Background: an optimization exercise with open tools, aiming at small area. Do not read the settings as production practice.
The RTL was checked by simulation tests, not by an equivalence proof against the original design.
Power is estimated from default activity; no workload was simulated.

try-juniper:
## ecdh_operand_loader
module ecdh_operand_loader #(
  parameter int BW = 192,
  parameter int W = 32,
  parameter logic [BW-1:0] PRIME =
    192'hFFFFFFFFFFFFFFFFFFFFFFFFFFFFFFFEFFFFFFFFFFFFFFFF,
  parameter int TIMEOUT = 1 << 20
) (
  input  logic          clk,
  input  logic          rst,
  input  logic          in_valid,
  output logic          in_ready,
  input  logic [W-1:0]  in_data,
  input  logic          flush,
  output logic [BW-1:0] k,
  output logic [BW-1:0] Px,
  output logic [BW-1:0] Py,
  output logic          start,
  input  logic          mul_valid,
  output logic          busy,
  output logic          done,
  output logic          err,
  output logic [1:0]    err_code
);
  localparam int NW  = 3 * BW / W;      
  localparam int NWO = BW / W;          
  localparam int PW  = $clog2(NWO);     
  typedef enum logic [1:0] {
    S_LOAD,
    S_CHECK,
    S_FIRE,
    S_WAIT
  } state_t;
  state_t          state_q, state_d;
  logic [PW-1:0]   pos_q, pos_d;        
  logic [1:0]      opi_q, opi_d;        
  logic [3*BW-1:0] sr_q;
  logic            done_q, done_d;
  logic            err_q, err_d;
  logic [1:0]      code_q, code_d;
  logic            wdog_end;            
  logic            knz_q, knz_d;        
  logic            ge_q, ge_d;          
  logic            gt_q, gt_d;          
  logic            bad_q, bad_d;        
  logic            accept;
  logic            w_eq, w_gt;
  assign k  = sr_q[3*BW-1:2*BW];
  assign Px = sr_q[2*BW-1:BW];
  assign Py = sr_q[BW-1:0];
  assign in_ready = (state_q == S_LOAD);
  assign start    = (state_q == S_FIRE);
  assign busy     = (state_q == S_WAIT);
  assign done     = done_q;
  assign err      = err_q;
  assign err_code = code_q;
  assign accept = (state_q == S_LOAD) && !flush && in_valid;
  always_ff @(posedge clk) begin
    if (accept) sr_q <= {sr_q[3*BW-W-1:0], in_data};
  end
  if (TIMEOUT == (1 << 20)) begin : g_lfsr
    localparam logic [20:0] WD_END = 21'h0AABFF;
    logic [20:0] wd_q;
    always_ff @(posedge clk) begin
      wd_q <= {wd_q[19] & busy, wd_q[18:0], busy & ~(wd_q[20] ^ wd_q[18])};
    end
    assign wdog_end = (wd_q == WD_END);
  end else begin : g_count
    localparam int TW = $clog2(TIMEOUT);
    logic [TW-1:0] wd_q;
    always_ff @(posedge clk) begin
      wd_q <= busy ? wd_q + TW'(1) : '0;
    end
    assign wdog_end = (wd_q == TW'(TIMEOUT - 1));
  end
  ...
Settings: LEC_CHECK=0, ABC_CLOCK_PERIOD_IN_PS=50000, CAP_MARGIN=20, CORE_MARGIN=2, CORE_UTILIZATION=60, SLEW_MARGIN=20; clock period 5.0 ns.
standard.sh (not shown) runs the stock make flow with config.mk's settings and CLKGATE_MAP_FILE= SYNTH_SCRIPT=/design/flow/synth_recipe.tcl, a recipe that flattens the netlist after the stock synthesis.
==> flow/flow/run.sh <==
#!/bin/bash
# The standard layout (standard synthesis unchanged), with two changes:
#  - port buffers are the smallest buffer (buf_1) instead of the default pick
#  - CTS without dummy loads, with one clock buffer size and sized sink clusters
# The tools' full output goes to standard.log (and ORFS's own logs under orfs/logs).
bash standard.sh \
  'BUFFER_PORTS_ARGS=-buffer_cell sky130_fd_sc_hd__buf_1' \
  'CTS_ARGS=-sink_clustering_enable -repair_clock_nets -dont_use_dummy_load -sink_clustering_size 19 -sink_clustering_max_diameter 80 -buf_list sky130_fd_sc_hd__clkbuf_8' \
  finish > standard.log 2>&1
[inputs] try-ember vs try-juniper
# try-juniper
export LEC_CHECK = 0
export ABC_CLOCK_PERIOD_IN_PS = 50000
export CAP_MARGIN = 20
export CORE_MARGIN = 2
export CORE_UTILIZATION = 60
export SLEW_MARGIN = 20
create_clock -name core_clock -period 5.0 [get_ports {clk}]
# try-ember
export LEC_CHECK = 0
export CAP_MARGIN = 20
export CORE_MARGIN = 2
export CORE_UTILIZATION = 60
export SLEW_MARGIN = 20
create_clock -name core_clock -period 5.0 [get_ports {clk}]
diff --git a/flow/flow/run.sh b/flow/flow/run.sh
--- a/flow/flow/run.sh
+++ b/flow/flow/run.sh
@@ -6,4 +6,4 @@
 bash standard.sh \
   'BUFFER_PORTS_ARGS=-buffer_cell sky130_fd_sc_hd__buf_1' \
-  'CTS_ARGS=-sink_clustering_enable -repair_clock_nets -dont_use_dummy_load -sink_clustering_size 19 -sink_clustering_max_diameter 80 -buf_list sky130_fd_sc_hd__clkbuf_8' \
+  'CTS_ARGS=-sink_clustering_enable -repair_clock_nets -dont_use_dummy_load -sink_clustering_size 36 -sink_clustering_max_diameter 45 -buf_list sky130_fd_sc_hd__clkbuf_16' \
   finish > standard.log 2>&1
### Flow results
- Global-route wire length before repair went up slightly going from try-juniper to try-ember.
- Going from try-juniper to try-ember, routed wire length has increased; clock-pin transition on the worst setup and hold timing paths has decreased; final core utilization has increased.
- Comparing try-ember and try-juniper, the higher buffering stage count on the worst path with inverters included was measured on try-ember.
- try-ember and try-juniper ended up with nearly the same combinational power.
- Per the comparison of try-ember with try-juniper, filler-free cell count of the finished design moved up, tap cell instance count did not really move, fraction of power consumed by combinational cells down 1.0 points, relative area change from synthesis to final layout moved up.
- Compared try-juniper against try-ember; global-route met1 utilization within noise.
Inputs modified between try-ember and try-pepper:
# try-ember
export LEC_CHECK = 0
export CAP_MARGIN = 20
export CORE_MARGIN = 2
export CORE_UTILIZATION = 60
export SLEW_MARGIN = 20
create_clock -name core_clock -period 5.0 [get_ports {clk}]
# try-pepper
export LEC_CHECK = 0
export CAP_MARGIN = 20
export CORE_MARGIN = 2
export CORE_UTILIZATION = 70
export SLEW_MARGIN = 20
create_clock -name core_clock -period 5.0 [get_ports {clk}]
diff --git a/flow/flow/run.sh b/flow/flow/run.sh
--- a/flow/flow/run.sh
+++ b/flow/flow/run.sh
@@ -6,4 +6,4 @@
 bash standard.sh \
   'BUFFER_PORTS_ARGS=-buffer_cell sky130_fd_sc_hd__buf_1' \
-  'CTS_ARGS=-sink_clustering_enable -repair_clock_nets -dont_use_dummy_load -sink_clustering_size 36 -sink_clustering_max_diameter 45 -buf_list sky130_fd_sc_hd__clkbuf_16' \
+  'CTS_ARGS=-sink_clustering_enable -repair_clock_nets -dont_use_dummy_load -sink_clustering_size 20 -sink_clustering_max_diameter 40 -buf_list sky130_fd_sc_hd__clkbuf_8' \
   finish > standard.log 2>&1
--- outcome ---
try-pepper terminated abnormally: I/O pin placement (3_2_place_iop) reported PPL-0024. Diff try-pepper..try-ember | area fraction in and, or, nand and nor cells after synthesis | unchanged. | xor and xnor area share after synthesis | try-ember vs try-pepper | ≈ equal |. Comparing try-ember against try-pepper, there is no change at all in post-synthesis compound-gate area fraction. Diff try-pepper..try-ember | count of distinct cell types in the synthesized netlist | unchanged. try-pepper -> try-ember: netlist area before placement delta 0, exact match. In try-pepper relative to try-ember, floorplan row count had gone down by a little under 10%. Re post-synthesis net count: no difference whatsoever between try-ember and try-pepper. Summary: with try-ember as the reference, die width in try-pepper moved down by a little under 10%. Initial core utilization in try-pepper vs try-ember: up 10 points. Re synthesized cell count: no difference whatsoever between try-pepper and try-ember. Of try-pepper and try-ember, the run reporting the higher chip height was try-ember.
For try-yarrow, these inputs were changed with respect to try-pepper:
# try-pepper
export LEC_CHECK = 0
export CAP_MARGIN = 20
export CORE_MARGIN = 2
export CORE_UTILIZATION = 70
export SLEW_MARGIN = 20
create_clock -name core_clock -period 5.0 [get_ports {clk}]
# try-yarrow
export LEC_CHECK = 0
export CAP_MARGIN = 20
export CORE_MARGIN = 2
export CORE_UTILIZATION = 60
export SLEW_MARGIN = 20
create_clock -name core_clock -period 5.0 [get_ports {clk}]
diff --git a/flow/flow/run.sh b/flow/flow/run.sh
--- a/flow/flow/run.sh
+++ b/flow/flow/run.sh
@@ -6,4 +6,4 @@
 bash standard.sh \
   'BUFFER_PORTS_ARGS=-buffer_cell sky130_fd_sc_hd__buf_1' \
-  'CTS_ARGS=-sink_clustering_enable -repair_clock_nets -dont_use_dummy_load -sink_clustering_size 20 -sink_clustering_max_diameter 40 -buf_list sky130_fd_sc_hd__clkbuf_8' \
+  'CTS_ARGS=-sink_clustering_enable -repair_clock_nets -dont_use_dummy_load -sink_clustering_size 19 -sink_clustering_max_diameter 80 -buf_list sky130_fd_sc_hd__clkbuf_8' \
   finish > standard.log 2>&1
Notes after the runs:
try-yarrow: no failed stages, no open violations at the end. try-pepper | ERROR | I/O pin placement (3_2_place_iop). Reported for try-yarrow and try-pepper, compound-gate portion of the synthesized area turned out identical to the last digit. Lower number of placement rows was reported by try-pepper, not try-yarrow. Share of synthesized registers carrying an async set or reset came out exactly the same in try-yarrow and try-pepper.
#### Input delta (try-raven over try-yarrow)
# try-yarrow
export LEC_CHECK = 0
export CAP_MARGIN = 20
export CORE_MARGIN = 2
export CORE_UTILIZATION = 60
export SLEW_MARGIN = 20
create_clock -name core_clock -period 5.0 [get_ports {clk}]
# try-raven
export LEC_CHECK = 0
export ABC_AREA = 1
export CAP_MARGIN = 20
export CORE_MARGIN = 2
export CORE_UTILIZATION = 60
export SLEW_MARGIN = 20
create_clock -name core_clock -period 5.0 [get_ports {clk}]
diff --git a/flow/flow/run.sh b/flow/flow/run.sh
--- a/flow/flow/run.sh
+++ b/flow/flow/run.sh
@@ -6,4 +6,4 @@
 bash standard.sh \
   'BUFFER_PORTS_ARGS=-buffer_cell sky130_fd_sc_hd__buf_1' \
-  'CTS_ARGS=-sink_clustering_enable -repair_clock_nets -dont_use_dummy_load -sink_clustering_size 19 -sink_clustering_max_diameter 80 -buf_list sky130_fd_sc_hd__clkbuf_8' \
+  'CTS_ARGS=-sink_clustering_enable -repair_clock_nets -dont_use_dummy_load -sink_clustering_size 16 -sink_clustering_max_diameter 50 -buf_list sky130_fd_sc_hd__clkbuf_8' \
   finish > standard.log 2>&1
Results
- From try-raven to try-yarrow, final count of negative-setup-slack endpoints did not move at all.
- try-raven: multi-input gate area in the final layout is 40 um2 higher than what try-yarrow reported.
- The setup slack of try-raven exceeds that of try-yarrow by 0.094 ns.
- NOTE synthesized cell count try-yarrow->try-raven increased by a little under 10%
- Delta (try-raven minus try-yarrow): compound-gate portion of the synthesized area went down 0.32 points; number of synthesized flops with an enable pin was more or less identical; via count now sits higher; overall track demand over capacity in global routing now larger; sequential cell area share has decreased.

static timing again, ports no longer ideal:
The flow's constraints put no driver on any port. The routed layouts listed below were extracted and timed again, unchanged, in two steps. Step 1 assumes that a clkbuf_16 drives the clock port and a buf_2 every other input. Step 2 adds t to the input delays and takes it off the output delays; t is the mean of the earliest and latest rising clock arrival at the registers after step 1. Input paths then give back, and output paths get back, about the clock's delay inside the block. Slacks: no drivers / after step 1 / after step 2; pairs: no drivers / after step 1.
run | t, ns | setup WS [ns] | worst setup path at the end | worst register clock-pin slew, ns | worst slew at a driven data input, ns
try-juniper | 0.589 | 2.188 / 2.188 / 1.617 | input to register | 0.11 / 0.11 | 0.07
try-ember | 0.590 | 2.169 / 2.184 / 1.594 | input to register | 0.09 / 0.09 | 0.07
try-yarrow | 0.589 | 2.188 / 2.188 / 1.617 | input to register | 0.11 / 0.11 | 0.07
try-raven | 0.612 | 2.282 / 2.234 / 2.021 | input to register | 0.10 / 0.10 | 0.08
After both steps setup and hold are still met in every run listed. The setup slack of try-ember, which loses most, moves by +0.015 ns with the drivers and by -0.575 ns with both steps.
